Context: an optimization exercise on an open-source flow, tuned for small area, a short achievable clock period and few clock cycles per item. The choices shown serve that exercise and are no tape-out recipe.
In this exercise RTL edits were held to simulation tests only and were not proved equivalent to the original.

==> 12-03: inputs <==
==> flow/design.v (excerpt) <==
module tns_link_top (
    input  logic        clock,
    input  logic        rst_n,
    input  logic        in_valid,
    input  logic [23:0] in_data,
    input  logic        out_credit,
    output logic        in_credit,
    output logic        out_valid,
    output logic [27:0] out_code,
    output logic [23:0] out_data
);
==> flow/config.mk <==
export PLATFORM = sky130hd
export DESIGN_NAME = tns_link_top
export DESIGN_NICKNAME = tns_link_top
export VERILOG_FILES = /design/flow/design.v
export SDC_FILE = /design/flow/constraint.sdc
export NUM_CORES = 4
export LEC_CHECK = 0
export ABC_AREA = 1
export CAP_MARGIN = 20
export CORE_MARGIN = 2
export CORE_UTILIZATION = 40
export SLEW_MARGIN = 20
==> flow/constraint.sdc <==
create_clock -name core_clock -period 45.0 [get_ports {clock}]
set_input_delay 9.0000 -clock core_clock [delete_from_list [all_inputs] [get_ports {clock}]]
set_output_delay 9.0000 -clock core_clock [all_outputs]
set_load 0.01 [all_outputs]
standard.sh (not shown) runs the stock make flow with config.mk's settings and CLKGATE_MAP_FILE= SYNTH_SCRIPT=/design/flow/synth_recipe.tcl, a recipe that flattens the netlist after the stock synthesis.
==> flow/flow/run.sh <==
#!/bin/bash
# The standard layout, with port buffers of a plain buffer cell.
set -euo pipefail
export BUFFER_PORTS_ARGS="-buffer_cell sky130_fd_sc_hd__buf_2"
bash standard.sh finish > standard_flow.log 2>&1
==> 07-06 (differences from 12-03) <==
--- a/flow/design.v
+++ b/flow/design.v
@@ -605,14 +605,14 @@
     assign r17[15] = r18[15] ^ (code_o[17] & (~b17_15));
     assign rem_o = r17;
 endmodule
 module tns_enc_s2 (
     input  logic [15:0] rem_i,
     input  logic [8:0] hist,
-    output logic [9:0] rem_o,
-    output logic [16:10] code_o
+    output logic [10:0] rem_o,
+    output logic [16:11] code_o
 );
     wire b16_1 = ~rem_i[0];
     wire b16_2 = ~rem_i[1] & b16_1;
     wire b16_3 = ~rem_i[2] & b16_2;
     wire b16_4 = ~rem_i[3] | b16_3;
     wire b16_5 = ~rem_i[4] | b16_4;
@@ -799,61 +799,61 @@
     assign r11[5] = r12[5] ^ (code_o[11] & (b11_5));
     assign r11[6] = r12[6] ^ (code_o[11] & (b11_6));
     assign r11[7] = r12[7] ^ (code_o[11] & (~b11_7));
     assign r11[8] = r12[8] ^ (code_o[11] & (~b11_8));
     assign r11[9] = r12[9] ^ (code_o[11] & (~b11_9));
     assign r11[10] = r12[10] ^ (code_o[11] & (b11_10));
-    wire b10_4 = ~r11[3];
-    wire b10_5 = ~r11[4] | b10_4;
-    wire b10_6 = ~r11[5] | b10_5;
-    wire b10_7 = ~r11[6] | b10_6;
-    wire b10_8 = ~r11[7] | b10_7;
-    wire b10_9 = ~r11[8] | b10_8;
-    wire b10_10 = ~r11[9] & b10_9;
-    wire b10_11 = ~r11[10] & b10_10;
-    wire ge10 = ~b10_11;
-    assign code_o[10] = ge10;
-    wire [9:0] r10;
-    assign r10[0] = r11[0];
-    assign r10[1] = r11[1];
-    assign r10[2] = r11[2];
-    assign r10[3] = r11[3] ^ code_o[10];
-    assign r10[4] = r11[4] ^ (code_o[10] & (~b10_4));
-    assign r10[5] = r11[5] ^ (code_o[10] & (~b10_5));
-    assign r10[6] = r11[6] ^ (code_o[10] & (~b10_6));
-    assign r10[7] = r11[7] ^ (code_o[10] & (~b10_7));
-    assign r10[8] = r11[8] ^ (code_o[10] & (~b10_8));
-    assign r10[9] = r11[9] ^ (code_o[10] & (b10_9));
-    assign rem_o = r10;
+    assign rem_o = r11;
 endmodule
 module tns_enc_s3 (
-    input  logic [9:0] rem_i,
+    input  logic [10:0] rem_i,
     input  logic [8:0] hist,
-    output logic [9:0] code_o
+    output logic [10:0] code_o
 );
-    wire b9_2 = ~rem_i[1];
-    wire b9_3 = ~rem_i[2] & b9_2;
-    wire b9_4 = ~rem_i[3] & b9_3;
-    wire b9_5 = ~rem_i[4] | b9_4;
-    wire b9_6 = ~rem_i[5] & b9_5;
-    wire b9_7 = ~rem_i[6] & b9_6;
-    wire b9_8 = ~rem_i[7] & b9_7;
-    wire b9_9 = ~rem_i[8] | b9_8;
-    wire b9_10 = ~rem_i[9] & b9_9;
+    wire b10_4 = ~rem_i[3];
+    wire b10_5 = ~rem_i[4] | b10_4;
+    wire b10_6 = ~rem_i[5] | b10_5;
+    wire b10_7 = ~rem_i[6] | b10_6;
+    wire b10_8 = ~rem_i[7] | b10_7;
+    wire b10_9 = ~rem_i[8] | b10_8;
+    wire b10_10 = ~rem_i[9] & b10_9;
+    wire b10_11 = ~rem_i[10] & b10_10;
+    wire ge10 = ~b10_11;
+    assign code_o[10] = ge10;
+    wire [9:0] r10;
+    assign r10[0] = rem_i[0];
+    assign r10[1] = rem_i[1];
+    assign r10[2] = rem_i[2];
+    assign r10[3] = rem_i[3] ^ code_o[10];
+    assign r10[4] = rem_i[4] ^ (code_o[10] & (~b10_4));
+    assign r10[5] = rem_i[5] ^ (code_o[10] & (~b10_5));
+    assign r10[6] = rem_i[6] ^ (code_o[10] & (~b10_6));
+    assign r10[7] = rem_i[7] ^ (code_o[10] & (~b10_7));
+    assign r10[8] = rem_i[8] ^ (code_o[10] & (~b10_8));
+    assign r10[9] = rem_i[9] ^ (code_o[10] & (b10_9));
+    wire b9_2 = ~r10[1];
+    wire b9_3 = ~r10[2] & b9_2;
+    wire b9_4 = ~r10[3] & b9_3;
+    wire b9_5 = ~r10[4] | b9_4;
+    wire b9_6 = ~r10[5] & b9_5;
+    wire b9_7 = ~r10[6] & b9_6;
+    wire b9_8 = ~r10[7] & b9_7;
+    wire b9_9 = ~r10[8] | b9_8;
+    wire b9_10 = ~r10[9] & b9_9;
     wire ge9 = ~b9_10;
     assign code_o[9] = ge9;
     wire [8:0] r9;
-    assign r9[0] = rem_i[0];
-    assign r9[1] = rem_i[1] ^ code_o[9];
-    assign r9[2] = rem_i[2] ^ (code_o[9] & (b9_2));
-    assign r9[3] = rem_i[3] ^ (code_o[9] & (b9_3));
-    assign r9[4] = rem_i[4] ^ (code_o[9] & (~b9_4));
-    assign r9[5] = rem_i[5] ^ (code_o[9] & (b9_5));
-    assign r9[6] = rem_i[6] ^ (code_o[9] & (b9_6));
-    assign r9[7] = rem_i[7] ^ (code_o[9] & (b9_7));
-    assign r9[8] = rem_i[8] ^ (code_o[9] & (~b9_8));
+    assign r9[0] = r10[0];
+    assign r9[1] = r10[1] ^ code_o[9];
+    assign r9[2] = r10[2] ^ (code_o[9] & (b9_2));
+    assign r9[3] = r10[3] ^ (code_o[9] & (b9_3));
+    assign r9[4] = r10[4] ^ (code_o[9] & (~b9_4));
+    assign r9[5] = r10[5] ^ (code_o[9] & (b9_5));
+    assign r9[6] = r10[6] ^ (code_o[9] & (b9_6));
+    assign r9[7] = r10[7] ^ (code_o[9] & (b9_7));
+    assign r9[8] = r10[8] ^ (code_o[9] & (~b9_8));
     wire b8_1 = ~r9[0];
     wire b8_2 = ~r9[1] & b8_1;
     wire b8_3 = ~r9[2] | b8_2;
     wire b8_4 = ~r9[3] & b8_3;
     wire b8_5 = ~r9[4] | b8_4;
     wire b8_6 = ~r9[5] & b8_5;
@@ -975,13 +975,13 @@
     input  logic        out_credit,
     output logic        in_credit,
     output logic        out_valid,
     output logic [27:0] out_code,
     output logic [23:0] out_data
 );
-    localparam int CAP = 5;   
+    localparam int CAP = 4;   
     logic        a_v;
     logic [23:0] a_d;
     logic        v1;
     logic [23:0] d1;
     logic [20:0] r1;
     logic [27:23] c1;       
@@ -992,27 +992,28 @@
     logic [15:0] r2;
     logic [27:17] c2;       
     logic [27:17] cn2;      
     logic [15:0] rn2;
     logic        v3;
     logic [23:0] d3;
-    logic [9:0] r3;
-    logic [27:10] c3;       
-    logic [27:10] cn3;      
-    logic [9:0] rn3;
+    logic [10:0] r3;
+    logic [27:11] c3;       
+    logic [27:11] cn3;      
+    logic [10:0] rn3;
     logic        v4;
     logic [23:0] d4;
     logic [27:0] c4;       
     logic [27:0] cn4;      
     logic        ov;
     logic [2:0]  ocred;    
     logic [2:0]  xcred;    
     logic [2:0]  rcred;    
     logic        ic;
+    logic [2:0]  ocred_k;
     logic free4;
-    assign free4 = !v4 || ov;
+    assign free4 = (ocred_k != 3'd0);
     logic free3;
     assign free3 = !v3 || free4;
     logic free2;
     assign free2 = !v2 || free3;
     logic free1;
     assign free1 = !v1 || free2;
@@ -1030,19 +1031,19 @@
     logic [8:0] h2;
     assign h2 = {c2[26], c2[23], c2[20], c2[17], 1'b0, 1'b0, 1'b0, 1'b0, 1'b0};
     tns_enc_s1 u_s1 (.rem_i(r1), .hist(h2), .rem_o(rn2), .code_o(cn2[22:17]));
     assign cn2[27:23] = c1[27:23];
     logic [8:0] h3;
     assign h3 = {c3[26], c3[23], c3[20], c3[17], c3[14], c3[11], 1'b0, 1'b0, 1'b0};
-    tns_enc_s2 u_s2 (.rem_i(r2), .hist(h3), .rem_o(rn3), .code_o(cn3[16:10]));
+    tns_enc_s2 u_s2 (.rem_i(r2), .hist(h3), .rem_o(rn3), .code_o(cn3[16:11]));
     assign cn3[27:17] = c2[27:17];
     logic [8:0] h4;
     assign h4 = {c4[26], c4[23], c4[20], c4[17], c4[14], c4[11], c4[8], c4[5], c4[2]};
-    tns_enc_s3 u_s3 (.rem_i(r3), .hist(h4), .code_o(cn4[9:0]));
-    assign cn4[27:10] = c3[27:10];
-    logic [2:0] ocred_k, xcred_k, rcred_k;
+    tns_enc_s3 u_s3 (.rem_i(r3), .hist(h4), .code_o(cn4[10:0]));
+    assign cn4[27:11] = c3[27:11];
+    logic [2:0] xcred_k, rcred_k;
     logic [2:0] ocred_n, xcred_n, rcred_n;
     logic       b_next;
     assign ocred_k = ocred - {2'b0, ov};
     assign xcred_k = xcred - {2'b0, ic};
     assign rcred_k = rcred - {2'b0, ic};
     assign ocred_n = out_credit ? ocred_k + 3'd1 : ocred_k;
@@ -1063,29 +1064,29 @@
             ic    <= 1'b0;
         end else begin
             a_v   <= in_valid || (a_v && !a_mv);
             v1    <= a_mv || (v1 && !mv1);
             v2    <= mv1 || (v2 && !mv2);
             v3    <= mv2 || (v3 && !mv3);
-            v4    <= b_next;
-            ov    <= b_next && (out_credit || (ocred_k != 3'd0));
+            v4    <= 1'b0;
+            ov    <= mv3;
             ocred <= ocred_n;
             xcred <= xcred_n;
             rcred <= rcred_n;
             ic    <= (out_credit || (xcred_k != 3'd0)) && (in_valid || (rcred_k != 3'd0));
         end
     end
     logic [27:23] cq1;
     logic [1:0] hq1;    
     assign c1 = {cq1[27], hq1[1], cq1[25], cq1[24], hq1[0]};
     logic [27:17] cq2;
     logic [1:0] hq2;    
     assign c2 = {cq2[27], cq2[26], cq2[25], cq2[24], cq2[23], cq2[22], cq2[21], hq2[1], cq2[19], cq2[18], hq2[0]};
-    logic [27:10] cq3;
+    logic [27:11] cq3;
     logic [1:0] hq3;    
-    assign c3 = {cq3[27], cq3[26], cq3[25], cq3[24], cq3[23], cq3[22], cq3[21], cq3[20], cq3[19], cq3[18], cq3[17], cq3[16], cq3[15], hq3[1], cq3[13], cq3[12], hq3[0], cq3[10]};
+    assign c3 = {cq3[27], cq3[26], cq3[25], cq3[24], cq3[23], cq3[22], cq3[21], cq3[20], cq3[19], cq3[18], cq3[17], cq3[16], cq3[15], hq3[1], cq3[13], cq3[12], hq3[0]};
     logic [27:0] cq4;
     logic [1:0] hq4;    
     assign c4 = {cq4[27], cq4[26], cq4[25], cq4[24], cq4[23], cq4[22], cq4[21], cq4[20], cq4[19], cq4[18], cq4[17], cq4[16], cq4[15], cq4[14], cq4[13], cq4[12], cq4[11], cq4[10], cq4[9], hq4[1], cq4[7], cq4[6], hq4[0], cq4[4], cq4[3], cq4[2], cq4[1], cq4[0]};
     always_ff @(posedge clock) begin
         if (!a_v || a_mv) a_d <= in_data;
         if (a_mv) begin
@@ -1100,13 +1101,13 @@
         end
         if (mv2) begin
             d3 <= d2;
             r3 <= rn3;
             cq3 <= cn3;
         end
-        if (mv3) begin
+        if (1) begin
             d4 <= d3;
             cq4 <= cn4;
         end
     end
     always_ff @(posedge clock or negedge rst_n) begin
         if (!rst_n) begin
==> flow/flow/run.sh (replaced) <==
#!/bin/bash
# The standard layout, with port buffers of a plain buffer cell.
set -euo pipefail
export BUFFER_PORTS_ARGS="-buffer_cell sky130_fd_sc_hd__buf_1"
bash standard.sh finish > standard_flow.log 2>&1
Settings changed: CTS_BUF_LIST from default to sky130_fd_sc_hd__clkbuf_8 sky130_fd_sc_hd__clkbuf_16, CTS_CLUSTER_DIAMETER from default to 100, CTS_CLUSTER_SIZE from default to 25.
==> 11-14 (differences from 12-03) <==
==> flow/run.sh (new file) <==
#!/bin/bash
# synth_recipe.tcl (not shown) runs the flow's synth.tcl, then flattens the netlist and writes it again
# the make line also repeats each setting of config.mk as NAME=value (left out here)
make -C /OpenROAD-flow-scripts/flow DESIGN_CONFIG=/design/flow/config.mk WORK_HOME=/design/flow/orfs CLKGATE_MAP_FILE= SYNTH_SCRIPT=/design/flow/synth_recipe.tcl finish
removed: flow/flow/run.sh
removed: flow/standard.sh
==> comparison table <==
item	07-06	11-14	12-03
Maximum number of pins on one net before global-route repair	55	54	54
DR WL met2	12340 um	14060 um	13550 um
Outcome	no timing/DRC/antenna violations	no timing/DRC/antenna violations	no timing/DRC/antenna violations
Met1 layer usage reported by global route	0.1835	0.2037	0.1988
Number of flops mapped to enable cells by yosys	171	221	221
Starting utilization of the core area	0.4041	0.4049	0.4049
Routed vias	10780	11320	11220
Number of global-route vias before repair	10000	10750	10380
Invs w/o clock	244	266	266
Fraction of layout cells with a size suffix above 1	0.08534	0.07789	0.1183
Portion of synthesized cell area occupied by the leading cell type	0.3599	0.4488	0.4488
Number of tap instances	461	468	468
Routed wire length	25840 um	29410 um	28660 um
Xor/xnor share of the synthesized area	0.06568	0.06380	0.06380
Clock buffer count from CTS	15	28	27
Hold worst-path end	cq4[13]	cq4[16]	d4[4]
Count of buffers not belonging to the clock network in the layout	83	86	84
Crit path DAT	1.09 ns	1.52 ns	1.12 ns
Stage delay of the slowest cell on the critical path	0.40 ns	0.57 ns	0.41 ns
Testbench counts of 12-03, summed over its fixed seeds: cycles 5,546, words 4,800.
Testbench counts of 07-06, summed over its fixed seeds: cycles 5,556, words 4,800.
Testbench counts of 11-14, summed over its fixed seeds: cycles 5,546, words 4,800.

==> job 5703 <==
Another version of the RTL of tns_link_top (not shown whole).
clock: 45.0 ns
lec_check: 0
abc_area: 1
cap_margin: 20
core_margin: 2
core_utilization: 40
slew_margin: 20
==> flow/flow/run.sh <==
#!/bin/bash
# The standard layout, with port buffers of a plain buffer cell.
set -euo pipefail
export BUFFER_PORTS_ARGS="-buffer_cell sky130_fd_sc_hd__buf_1"
bash standard.sh finish > standard_flow.log 2>&1
==> inputs of job 6417, as changes to job 5703 <==
- CTS_BUF_LIST: unset -> sky130_fd_sc_hd__clkbuf_8 sky130_fd_sc_hd__clkbuf_16
- CTS_CLUSTER_DIAMETER: unset -> 100
- CTS_CLUSTER_SIZE: unset -> 25
==> inputs of job 2779, as changes to job 5703 <==
- CTS_BUF_LIST: unset -> sky130_fd_sc_hd__clkbuf_16
- CTS_CLUSTER_DIAMETER: unset -> 60
- CTS_CLUSTER_SIZE: unset -> 30
==> comparison table <==
| item | job 5703 | job 6417 | job 2779 |
|---|---|---|---|
| Run status | complete, no violations | complete, no violations | complete, no violations |
| Fmax | 0.0987 GHz | 0.0993 GHz | 0.0990 GHz |
| M2 GR Usage | 26.8% | 26.8% | 26.9% |
| Final setup skew | 0.0512 ns | 0.0201 ns | 0.0304 ns |
| Worst slew pin tran | 0.821 ns | 0.834 ns | 0.806 ns |
| Via count of the first global-routing pass | 10.7k | 10.5k | 10.6k |
| Violation count after the first detailed-route iteration | 635 | 577 | 581 |
| Met1 WL | 13000 um | 13000 um | 12900 um |
| R2r setup slk | 35.47 ns | 35.50 ns | 35.49 ns |
| Number of buffers created by CTS | 28 | 14 | 22 |
| Clock transition at the registers of the reported paths | 0.06 ns | 0.09 ns | 0.08 ns |
| First-pass GRT wire length | 48600 um | 47900 um | 48500 um |
| Share of post-route cells with drive strength above 1 | 11.1% | 9.79% | 10.9% |
| Final worst path period need | 10.14 ns | 10.07 ns | 10.10 ns |
Testbench counts of job 5703, summed over its fixed seeds: cycles 5,546, words 4,800.
Testbench counts of job 6417, summed over its fixed seeds: cycles 5,546, words 4,800.
Testbench counts of job 2779, summed over its fixed seeds: cycles 5,546, words 4,800.

==> afterwards: timing with drivers on the ports <==
In the flow no input, the clock included, has a driving cell. The finished layouts below were timed again as built, in two steps.
Step 1: set_driving_cell puts a clkbuf_16 on clock and a buf_2 on each other input, an assumption about the parent block.
Step 2 times the ports against the registers' clock, not the clock port: input delays grow and output delays shrink by t, the midpoint of the rising clock arrivals with the driver on.
a / b / c = no drivers / after step 1 / after step 2; a / b = the first two.
run | shift t [ns] | setup slack, ns | worst setup path after step 2 | latest minus earliest clock arrival (ns) | slew at the worst register clock pin (ns)
12-03 | 0.597 | 34.880 / 34.829 / 34.901 | register to register | 0.017 / 0.017 | 0.06 / 0.06
07-06 | 0.543 | 34.906 / 34.855 / 35.217 | register to register | 0.034 / 0.034 | 0.10 / 0.10
11-14 | 0.599 | 34.483 / 34.431 / 34.898 | input to register | 0.023 / 0.023 | 0.07 / 0.07
job 5703 | 0.605 | 34.864 / 34.814 / 35.272 | input to register | 0.055 / 0.055 | 0.07 / 0.07
job 6417 | 0.523 | 34.934 / 34.885 / 35.273 | input to register | 0.021 / 0.020 | 0.10 / 0.10
job 2779 | 0.575 | 34.896 / 34.846 / 35.262 | input to register | 0.031 / 0.030 | 0.10 / 0.10
After both steps setup and hold are still met in every run listed.
